Context: an optimization exercise on an open-source flow, tuned for small area and a short achievable clock period. The choices shown serve that exercise and are no tape-out recipe. Where RTL was checked, it was by simulation tests only, not by an equivalence proof against the original.

==> job 2066 <==
// sgbm_bt_cost_top
module sgbm_bt_cost_top (
    input  logic        clk,
    input  logic        rst,
    input  logic        i_row_start,
    input  logic [7:0]  i_width,
    input  logic [23:0] i_left,
    input  logic [23:0] i_right,
    output logic [63:0] o_cost,
    output logic        o_valid,
    output logic        o_row_done
);
==> module bt_front, before the edit <==
module bt_front (
    input  logic [23:0] col,
    input  logic [9:0]  s_prev2,
    output logic [9:0]  s,
    output logic [10:0] e
);
    logic [9:0]  a, b, c2;
    logic [9:0]  t1, g1;
    logic [9:0]  x0, y0;
    logic [10:0] nz, t2, g2, ex, ey;
    logic        s_co, e_co;
    assign a  = {2'b0, col[23:16]};
    assign c2 = {1'b0, col[15:8], 1'b0};
    assign b  = {2'b0, col[7:0]};
    bt_pg #(.W(8), .SUB(1'b0)) u_pg1 (.a(a[7:0]), .b(b[7:0]), .p(t1[7:0]), .g(g1[7:0]));
    assign t1[9:8] = 2'b0;
    assign g1[9:8] = 2'b0;
    assign x0 = t1 ^ c2;
    assign y0 = {g1[8:0] | (t1[8:0] & c2[8:0]), 1'b0};
    assign nz = ~{1'b0, s_prev2};
    bt_pg #(.W(10), .SUB(1'b0)) u_pg2 (.a(x0), .b(y0), .p(t2[9:0]), .g(g2[9:0]));
    assign t2[10] = 1'b0;
    assign g2[10] = 1'b0;
    assign ex = t2 ^ nz;
    assign ey = {g2[9:0] | (t2[9:0] & nz[9:0]), 1'b0};
    bt_add #(.W(10), .SUB(1'b0), .CI(1'b0)) u_s (.a(x0), .b(y0), .s(s), .co(s_co));
    bt_add #(.W(11), .SUB(1'b0), .CI(1'b0)) u_e (.a(ex), .b(ey), .s(e), .co(e_co));
endmodule
clock: 8.0 ns
lec_check: 0
cap_margin: 20
core_margin: 2
core_utilization: 40
setup_slack_margin: 4.75
slew_margin: 20
synth_hierarchical: 1
standard.sh (not shown) runs the stock make flow with config.mk's settings and CLKGATE_MAP_FILE= SYNTH_SCRIPT=/design/flow/synth_recipe.tcl, a recipe that flattens the netlist after the stock synthesis.
==> flow/flow/run.sh <==
#!/bin/bash
# Layout with the standard flow (standard.sh: unchanged synthesis and
# steps). The one change: the port buffers are buf_4 instead of the default
# pick (a slow delay buffer), so the input and output paths lose less time.
set -euo pipefail
export BUFFER_PORTS_ARGS="-buffer_cell sky130_fd_sc_hd__buf_4"
bash standard.sh > standard.log 2>&1
==> inputs of job 5699, as changes to job 2066 <==
--- a/flow/design.v
+++ b/flow/design.v
@@ -87,39 +87,39 @@
     output logic        o_valid,
     output logic        o_row_done
 );
     logic              run;
     logic signed [8:0] rem;
     logic [3:0]        u;
     logic              b_pix;    
     logic              b_grad;   
-    logic run_d;
-    logic row_done_q;    
-    always_comb begin
-        if (rst)       run_d = 1'b0;
-        else if (!run) run_d = i_row_start;
-        else           run_d = (rem != -9'sd5);
-    end
     always_ff @(posedge clk) begin
-        run        <= run_d;
-        row_done_q <= !run_d;
-        if (rst) o_valid <= 1'b0;
-        else     o_valid <= run && (u >= 4'd12) && (rem >= -9'sd4);
+        if (rst) begin
+            run     <= 1'b0;
+            o_valid <= 1'b0;
+        end else begin
+            if (!run) begin
+                run <= i_row_start;
+            end else if (rem == -9'sd5) begin
+                run <= 1'b0;
+            end
+            o_valid <= run && (u >= 4'd12) && (rem >= -9'sd4);
+        end
     end
     always_ff @(posedge clk) begin
         if (!run) begin
             rem <= $signed({1'b0, i_width});
             u   <= '0;
         end else begin
             rem <= rem - 9'sd1;
             if (u != 4'd15) u <= u + 4'd1;
         end
     end
-    assign o_row_done = row_done_q;
+    assign o_row_done = !run;
     assign b_pix  = !run || (u == 4'd0) || (rem <= 9'sd1);
     always_ff @(posedge clk) begin
         b_grad <= !run || (u <= 4'd1) || (rem <= 9'sd0);
     end
     logic [9:0]  ls_a, ls_b, rs_a, rs_b;
     logic [10:0] le, re;
     logic [9:0]  ls_new, rs_new;
     logic [10:0] le_new, re_new;
@@ -146,47 +146,44 @@
         rp[0] <= b_pix ? 8'd63 : i_right[15:8];
         for (int k = 1; k < 4; k++)  lp[k] <= lp[k-1];
         for (int k = 1; k < 10; k++) rp[k] <= rp[k-1];
         lg[0] <= lg_new;
         rg[0] <= rg_new;
         lg[1] <= lg[0];
         for (int k = 1; k < 8; k++) rg[k] <= rg[k-1];
     end
+    function automatic logic [14:0] ud_pix_r(input logic [7:0] l, input logic [7:0] c,
+                                             input logic [7:0] r);
+        logic [8:0] el, er, emax, emin;
+        el   = {1'b0, l} - {1'b0, c};
+        er   = {1'b0, r} - {1'b0, c};
+        emax = (l < r) ? er : el;
+        emin = (l < r) ? el : er;
+        ud_pix_r = {emax[8] ? 7'd0 : emax[7:1], emin[8] ? ~emin[8:1] : 8'hff};
+    endfunction
+    function automatic logic [16:0] ud_pix_l(input logic [7:0] l, input logic [7:0] c,
+                                             input logic [7:0] r);
+        logic [9:0] c1, fl, fr, gl, gr, f, g;
+        c1 = {2'b0, c} + 10'd1;
+        fl = c1 - {2'b0, l};
+        fr = c1 - {2'b0, r};
+        gl = {2'b0, l} + ~c1;
+        gr = {2'b0, r} + ~c1;
+        f  = (l < r) ? fl : fr;
+        g  = (l < r) ? gr : gl;
+        ud_pix_l = {f[9] ? 9'd0 : f[9:1], g[9] ? 8'hff : g[8:1]};
+    endfunction
     logic [14:0] udp_r_new;
     logic [12:0] udg_r_new;
     logic [16:0] udp_l_new;
     logic [13:0] udg_l_new;
-    logic [8:0] lp_c1;
     always_ff @(posedge clk) begin
-        lp_c1 <= {1'b0, lp[0]} + 9'd1;
-    end
-    logic [7:0] rp_el, rp_er;
-    logic       rp_el_c, rp_er_c, rp_lr_c;
-    bt_add #(.W(8), .SUB(1'b0), .CI(1'b1)) u_rp_el (.a(rp[2]), .b(~rp[1]), .s(rp_el), .co(rp_el_c));
-    bt_add #(.W(8), .SUB(1'b0), .CI(1'b1)) u_rp_er (.a(rp[0]), .b(~rp[1]), .s(rp_er), .co(rp_er_c));
-    bt_add #(.W(8), .SUB(1'b0), .CI(1'b1), .SUM(1'b0)) u_rp_lr (.a(rp[2]), .b(~rp[0]), .s(), .co(rp_lr_c));
-    logic [8:0] lp_fl, lp_fr, lp_gl, lp_gr;
-    logic       lp_fl_c, lp_fr_c, lp_gl_c, lp_gr_c, lp_lr_c;
-    bt_add #(.W(9), .SUB(1'b0), .CI(1'b1)) u_lp_fl (.a(lp_c1), .b(~{1'b0, lp[2]}), .s(lp_fl), .co(lp_fl_c));
-    bt_add #(.W(9), .SUB(1'b0), .CI(1'b1)) u_lp_fr (.a(lp_c1), .b(~{1'b0, lp[0]}), .s(lp_fr), .co(lp_fr_c));
-    bt_add #(.W(9), .SUB(1'b0), .CI(1'b0)) u_lp_gl (.a({1'b0, lp[2]}), .b(~lp_c1), .s(lp_gl), .co(lp_gl_c));
-    bt_add #(.W(9), .SUB(1'b0), .CI(1'b0)) u_lp_gr (.a({1'b0, lp[0]}), .b(~lp_c1), .s(lp_gr), .co(lp_gr_c));
-    bt_add #(.W(8), .SUB(1'b0), .CI(1'b1), .SUM(1'b0)) u_lp_lr (.a(lp[2]), .b(~lp[0]), .s(), .co(lp_lr_c));
-    always_ff @(posedge clk) begin
-        logic [8:0] el, er, emax, emin;
-        logic [9:0] f, g;
-        el   = {~rp_el_c, rp_el};
-        er   = {~rp_er_c, rp_er};
-        emax = !rp_lr_c ? er : el;
-        emin = !rp_lr_c ? el : er;
-        udp_r_new <= {emax[8] ? 7'd0 : emax[7:1], emin[8] ? ~emin[8:1] : 8'hff};
-        f = !lp_lr_c ? {~lp_fl_c, lp_fl} : {~lp_fr_c, lp_fr};
-        g = !lp_lr_c ? {~lp_gr_c, lp_gr} : {~lp_gl_c, lp_gl};
-        udp_l_new <= {f[9] ? 9'd0 : f[9:1], g[9] ? 8'hff : g[8:1]};
+        udp_r_new <= ud_pix_r(rp[2], rp[1], rp[0]);
+        udp_l_new <= ud_pix_l(lp[2], lp[1], lp[0]);
     end
     logic [7:0] rg_el;
     logic [6:0] rg_er;
     logic       rg_er_c, rg_lr_c;
     assign rg_el = {1'b0, rg[1]} - {1'b0, rg[0]};
     bt_add #(.W(7), .SUB(1'b0), .CI(1'b1)) u_rg_er (.a(rg_new), .b(~rg[0]), .s(rg_er), .co(rg_er_c));
     bt_add #(.W(7), .SUB(1'b0), .CI(1'b1), .SUM(1'b0)) u_rg_lr (.a(rg[1]), .b(~rg_new), .s(), .co(rg_lr_c));
     always_comb begin
@@ -235,29 +232,30 @@
             tg    = {1'b0, lg[0]} - {1'b0, rg[d]};
             ng[d] <= tg[7];
             dg[d] <= tg[6:0] ^ {7{tg[7]}};
         end
     end
     logic [6:0] rp_q [0:7];    
     logic [7:0] rg_q [0:7];    
     for (genvar d = 0; d < 8; d++) begin : g_disp
-        logic [8:0]  tp;
-        logic        pos_ge, neg_ge;
+        logic [8:0] tp;
+        logic [8:0] a1, b1;
+        logic       b1_ge_a1;
         logic [14:0] ud_r1;
         assign tp    = {1'b0, lp[2]} - {1'b0, rp[2+d]};
         assign ud_r1 = (d == 0) ? udp_r_new : udp_r[(d == 0) ? 0 : d-1];
-        bt_add #(.W(9), .SUB(1'b0), .CI(1'b1), .SUM(1'b0)) u_cpp (
-            .a(udp_l_new[16:8]), .b(~{2'b0, ud_r1[14:8]}), .s(), .co(pos_ge));
-        bt_add #(.W(8), .SUB(1'b0), .CI(1'b1), .SUM(1'b0)) u_cpn (
-            .a({~udp_l_new[7], udp_l_new[6:0]}), .b({ud_r1[7], ~ud_r1[6:0]}), .s(), .co(neg_ge));
+        assign a1 = tp[8] ? {ud_r1[7], ud_r1[7:0]} : {2'b0, ud_r1[14:8]};
+        assign b1 = tp[8] ? {udp_l_new[7], udp_l_new[7:0]} : udp_l_new[16:8];
+        bt_add #(.W(9), .SUB(1'b0), .CI(1'b1), .SUM(1'b0)) u_cp (
+            .a({~b1[8], b1[7:0]}), .b({a1[8], ~a1[7:0]}), .s(), .co(b1_ge_a1));
         always_ff @(posedge clk) begin
             np[d] <= tp[8];
             dp[d] <= tp[7:0] ^ {8{tp[8]}};
-            sp[d] <= tp[8] ? neg_ge : pos_ge;
+            sp[d] <= b1_ge_a1;
         end
         logic [8:0] mp;
         logic [7:0] rpv;
         logic       rpv_c;
         always_comb begin
             case ({np[d], sp[d]})
                 2'b00:   mp = {2'b0, udp_r[d][14:8]};       
                 2'b01:   mp = udp_l[16:8];                  
@@ -290,30 +288,25 @@
     end
 endmodule
 module bt_front (
     input  logic [23:0] col,
     input  logic [9:0]  s_prev2,
     output logic [9:0]  s,
     output logic [10:0] e
 );
+    logic [9:0]  x0, y0, x1, y1;
+    logic [10:0] ex, ey, nz;
     logic [9:0]  a, b, c2;
-    logic [9:0]  t1, g1;
-    logic [9:0]  x0, y0;
-    logic [10:0] nz, t2, g2, ex, ey;
+    logic [10:0] s_full;
     logic        s_co, e_co;
     assign a  = {2'b0, col[23:16]};
     assign c2 = {1'b0, col[15:8], 1'b0};
     assign b  = {2'b0, col[7:0]};
-    bt_pg #(.W(8), .SUB(1'b0)) u_pg1 (.a(a[7:0]), .b(b[7:0]), .p(t1[7:0]), .g(g1[7:0]));
-    assign t1[9:8] = 2'b0;
-    assign g1[9:8] = 2'b0;
-    assign x0 = t1 ^ c2;
-    assign y0 = {g1[8:0] | (t1[8:0] & c2[8:0]), 1'b0};
+    assign x0 = a ^ c2 ^ b;
+    assign y0 = {((a[8:0] & c2[8:0]) | (a[8:0] & b[8:0]) | (c2[8:0] & b[8:0])), 1'b0};
     assign nz = ~{1'b0, s_prev2};
-    bt_pg #(.W(10), .SUB(1'b0)) u_pg2 (.a(x0), .b(y0), .p(t2[9:0]), .g(g2[9:0]));
-    assign t2[10] = 1'b0;
-    assign g2[10] = 1'b0;
-    assign ex = t2 ^ nz;
-    assign ey = {g2[9:0] | (t2[9:0] & nz[9:0]), 1'b0};
+    assign ex = {1'b0, x0} ^ {1'b0, y0} ^ nz;
+    assign ey = {(({1'b0, x0[9:0]} & {1'b0, y0[9:0]}) | ({1'b0, x0[9:0]} & nz[10:0]) |
+                  ({1'b0, y0[9:0]} & nz[10:0]))} << 1;
     bt_add #(.W(10), .SUB(1'b0), .CI(1'b0)) u_s (.a(x0), .b(y0), .s(s), .co(s_co));
     bt_add #(.W(11), .SUB(1'b0), .CI(1'b0)) u_e (.a(ex), .b(ey), .s(e), .co(e_co));
 endmodule
==> flow/run.sh (new file) <==
#!/bin/bash
# synth_recipe.tcl (not shown) runs the flow's synth.tcl, then flattens the netlist and writes it again
# the make line also repeats each setting of config.mk as NAME=value (left out here)
make -C /OpenROAD-flow-scripts/flow DESIGN_CONFIG=/design/flow/config.mk WORK_HOME=/design/flow/orfs CLKGATE_MAP_FILE= SYNTH_SCRIPT=/design/flow/synth_recipe.tcl finish
==> flow/config.mk (replaced) <==
export PLATFORM = sky130hd
export DESIGN_NAME = sgbm_bt_cost_top
export DESIGN_NICKNAME = sgbm_bt_cost_top
export VERILOG_FILES = /design/flow/design.v
export SDC_FILE = /design/flow/constraint.sdc
export NUM_CORES = 4
export LEC_CHECK = 0
export CAP_MARGIN = 20
export CORE_MARGIN = 2
export CORE_UTILIZATION = 40
export SETUP_SLACK_MARGIN = 4.5
export SLEW_MARGIN = 20
export SYNTH_HIERARCHICAL = 1
removed: flow/flow/run.sh
removed: flow/standard.sh
==> inputs of job 1661, as changes to job 2066 <==
--- a/flow/design.v
+++ b/flow/design.v
@@ -290,30 +290,25 @@
     end
 endmodule
 module bt_front (
     input  logic [23:0] col,
     input  logic [9:0]  s_prev2,
     output logic [9:0]  s,
     output logic [10:0] e
 );
+    logic [9:0]  x0, y0, x1, y1;
+    logic [10:0] ex, ey, nz;
     logic [9:0]  a, b, c2;
-    logic [9:0]  t1, g1;
-    logic [9:0]  x0, y0;
-    logic [10:0] nz, t2, g2, ex, ey;
+    logic [10:0] s_full;
     logic        s_co, e_co;
     assign a  = {2'b0, col[23:16]};
     assign c2 = {1'b0, col[15:8], 1'b0};
     assign b  = {2'b0, col[7:0]};
-    bt_pg #(.W(8), .SUB(1'b0)) u_pg1 (.a(a[7:0]), .b(b[7:0]), .p(t1[7:0]), .g(g1[7:0]));
-    assign t1[9:8] = 2'b0;
-    assign g1[9:8] = 2'b0;
-    assign x0 = t1 ^ c2;
-    assign y0 = {g1[8:0] | (t1[8:0] & c2[8:0]), 1'b0};
+    assign x0 = a ^ c2 ^ b;
+    assign y0 = {((a[8:0] & c2[8:0]) | (a[8:0] & b[8:0]) | (c2[8:0] & b[8:0])), 1'b0};
     assign nz = ~{1'b0, s_prev2};
-    bt_pg #(.W(10), .SUB(1'b0)) u_pg2 (.a(x0), .b(y0), .p(t2[9:0]), .g(g2[9:0]));
-    assign t2[10] = 1'b0;
-    assign g2[10] = 1'b0;
-    assign ex = t2 ^ nz;
-    assign ey = {g2[9:0] | (t2[9:0] & nz[9:0]), 1'b0};
+    assign ex = {1'b0, x0} ^ {1'b0, y0} ^ nz;
+    assign ey = {(({1'b0, x0[9:0]} & {1'b0, y0[9:0]}) | ({1'b0, x0[9:0]} & nz[10:0]) |
+                  ({1'b0, y0[9:0]} & nz[10:0]))} << 1;
     bt_add #(.W(10), .SUB(1'b0), .CI(1'b0)) u_s (.a(x0), .b(y0), .s(s), .co(s_co));
     bt_add #(.W(11), .SUB(1'b0), .CI(1'b0)) u_e (.a(ex), .b(ey), .s(e), .co(e_co));
 endmodule
==> run notes <==
item	job 2066	job 5699	job 1661
Multi-input gate area in the final layout	0.0336 mm²	0.0313 mm²	0.0331 mm²
Final WL	127000 µm	121000 µm	127000 µm
Non-CTS inverters	636	558	682
Finished Layout Cells	7518	6995	7547
Status	no timing/DRC/antenna violations	no timing/DRC/antenna violations	no timing/DRC/antenna violations
Final estimated routing congestion in global placement	0.878	0.855	0.871
Area added between synthesis and finish	14.1%	17.3%	13.9%
First-pass GRT wire length	201000 µm	188000 µm	198000 µm
Filler cell count	12.4k	11.5k	12.4k
GR Layer Usage met2	0.303	0.301	0.296
Number of sinks driven by the clock tree	875	865	875
Overall Global Routing Usage	0.186	0.187	0.183
Met3 wire length	5990 µm	5330 µm	6020 µm
WHS Endpoint	rs_b[6]$_DFF_P_	ls_b[2]$_DFF_P_	lp[2][6]$_DFF_P_
No functional check of the RTL was part of job 2066 and job 5699.

-- static timing again, ports no longer ideal --
Ports are ideal in the flow. The routed layouts listed here were re-timed in OpenROAD. Step 1 sets driving cells, clkbuf_16 on the clock port and buf_2 on the other inputs (assumed; they add their load-dependent delay and slew). Step 2, shift: input delay + t, output delay - t, t = (earliest + latest rising clock arrival at the registers) / 2. This alone moves slack from input paths to output paths. a / b / c = ideal / step 1 / step 2; a / b = the first two.
run	t, ns	slack for setup (ns)	worst setup path after step 2	worst slew at a driven data input, ns
job 2066	0.761	4.489 / 4.540 / 3.779	input to register	0.05
job 5699	0.730	4.496 / 4.496 / 3.874	input to register	0.04
job 1661	0.755	4.708 / 4.739 / 3.984	input to register	0.05
After both steps every run listed still meets setup and hold. For job 1661, which loses most, drivers alone change the setup slack by +0.031 ns; drivers and shift together by -0.724 ns.
